Background: an optimization exercise with open tools, aiming at small area, a short achievable clock period and few clock cycles. Do not read the settings as production practice. The RTL was checked by simulation tests, not by an equivalence proof against the original design. No activity file was given, so power comes from the tool's default toggle rates.

try-umber:
==> flow/design.v (excerpt) <==
module diff_drive_odometry (
    input  logic         i_clk,
    input  logic         i_rst_n,
    input  logic         s_axis_tvalid,
    output logic         s_axis_tready,
    input  logic [63:0]  s_axis_tdata,
    output logic         m_axis_tvalid,
    input  logic         m_axis_tready,
    output logic [127:0] m_axis_tdata,
    input  logic         i_cfg_valid,
    output logic         o_cfg_ready,
    input  logic [2:0]   i_cfg_index,
    input  logic [27:0]  i_cfg_data
);
    localparam logic [3:0] F_IDLE = 4'd0, F_ML = 4'd1, F_LW = 4'd2, F_MR = 4'd3, F_RW = 4'd4,
                           F_MT   = 4'd5, F_TW = 4'd6, F_WRAP = 4'd8, F_DONE = 4'd9;
    localparam logic [2:0] C_IDLE = 3'd0, C_HDIV = 3'd1, C_HDONE = 3'd2, C_CD = 3'd3,
                           C_WAIT = 3'd4, C_SCD  = 3'd5, C_FIN   = 3'd6;
    localparam logic [2:0] M_IDLE = 3'd0, M_MX = 3'd1, M_XU = 3'd2, M_MY = 3'd3,
                           M_YU   = 3'd4, M_MR2 = 3'd5, M_SW = 3'd6, M_CINIT = 3'd7;
    logic [23:0] r_left_scale, r_right_scale, r_inv_track;
    logic [19:0] r_turn_db;
    logic [27:0] r_gyro_db;
    logic signed [31:0] r_heading, r_gyro;
    logic signed [31:0] r_out_h, r_x, r_y, r_out_g;
    logic               r_out_valid;
    logic [3:0] r_fst;
    logic [2:0] r_cst, r_mst;
    logic [1:0] r_fcnt;
    logic [4:0] r_ccnt;
    logic [2:0] r_mcnt;
    logic signed [47:0] r_ma;
    logic [39:0]        r_mb;
    logic signed [47:0] r_acc;
    logic               r_blast;
    logic [39:0]        r_fl;        
    logic               r_flneg;
    logic [31:0]        r_fdmag;     
    logic               r_fdneg, r_fturn;
    logic signed [33:0] r_fnh;       
    logic [31:0] r_rem;
    logic [47:0] r_nq;
    logic        r_ovf;
    logic [31:0] r_dmag;
    logic        r_lneg, r_dneg;
    logic signed [31:0] r_cx, r_cy, r_cz, r_c0, r_s0;
    logic        r_cneg, r_n0;
    logic [39:0] r_half;
  ...
For scale: about 10000 cells after synthesis.
Settings: LEC_CHECK=0, CAP_MARGIN=20, CORE_MARGIN=2, CORE_UTILIZATION=60, SETUP_SLACK_MARGIN=5, SLEW_MARGIN=20; clock period 11.0 ns.
run.sh (not shown) runs the stock make flow with config.mk's settings and CLKGATE_MAP_FILE= SYNTH_SCRIPT=/design/flow/synth_recipe.tcl, a recipe that flattens the netlist after the stock synthesis.
Testbench counts of try-umber, summed over its fixed seeds: cycles 43,643.
Here is what was changed in the inputs of try-pepper compared with try-umber.
diff --git a/flow/config.mk b/flow/config.mk
--- a/flow/config.mk
+++ b/flow/config.mk
@@ -8,5 +8,5 @@
 export CAP_MARGIN = 20
 export CORE_MARGIN = 2
-export CORE_UTILIZATION = 60
+export CORE_UTILIZATION = 40
 export SETUP_SLACK_MARGIN = 5
 export SLEW_MARGIN = 20
==> run summary <==
Total non-filler cell area in the finished layout for try-pepper is higher than for try-umber. Changes observed in try-pepper relative to try-umber: power of the sequential group shrank by about 0.8%, portion of the layout cell area used by clock cells now sits at about the same level, number of global-route vias before repair held. The higher number of cells on the worst reg-to-reg path came out of try-pepper. Sort try-umber and try-pepper by number of signal-net buffers in the layout, descending, and try-pepper comes first. Worst setup path endpoint = r_rem[0]: try-umber; worst setup path endpoint = r_rem[1]: try-pepper. Going from try-umber to try-pepper, worst slew margin relative to its limit now sits lower, multi-input logic portion of the cell area now sits lower.

Another version of the RTL of diff_drive_odometry (not shown whole).
Size in the first run: roughly 11,000 cells after synthesis, roughly 940 flip-flops, about 230 I/O pins, roughly 0.090 mm^2 of cells after synthesis.
clock: 11.0 ns
lec_check: 0
cap_margin: 20
core_margin: 2
core_utilization: 60
setup_slack_margin: 5
slew_margin: 20
Testbench counts at the start, summed over its fixed seeds: cycles 41,842.
Change:
--- a/flow/config.mk
+++ b/flow/config.mk
@@ -10 +10 @@
-export CORE_UTILIZATION = 60
+export CORE_UTILIZATION = 40
Effect:
- The new run completed with no timing, DRC or antenna violations
- via count came out lower by 3.4%
- clock skew came out lower by 0.0044 ns
- power came out lower by 3.5%
- hold slack stays flat
- setup slack is better by 0.098 ns
- synthesized area stays the same
- synthesized cell count does not change
- routed wire length came out higher by 1.4%

## static timing again, ports no longer ideal
Ports are ideal in the flow. The routed layouts listed here were re-timed in OpenROAD. Step 1 (the two cells are an assumption about what drives the block):
set clk [get_ports {i_clk}]
set_driving_cell -lib_cell sky130_fd_sc_hd__clkbuf_16 $clk
set_driving_cell -lib_cell sky130_fd_sc_hd__buf_2 [delete_from_list [all_inputs] $clk]
Step 2 times the ports against the registers' clock, not the clock port: input delays grow and output delays shrink by t, the midpoint of the rising clock arrivals with the driver on. Slacks: no drivers / after step 1 / after step 2; pairs: no drivers / after step 1.
run	t (ns)	slack for setup (ns)	worst setup path at the end	worst data-port slew with drivers (ns)
try-umber	0.843	4.499 / 4.499 / 4.439	input to register	0.07
try-pepper	0.854	4.597 / 4.597 / 4.408	input to register	0.20
the first run of note 2	0.841	4.904 / 4.904 / 4.454	input to register	0.23
the second run of note 2	0.867	5.002 / 5.002 / 4.315	input to register	0.09
After both steps every run listed still meets setup and hold. The setup slack of the second run of note 2, which loses most, moves by 0.000 ns with the drivers and by -0.687 ns with both steps.
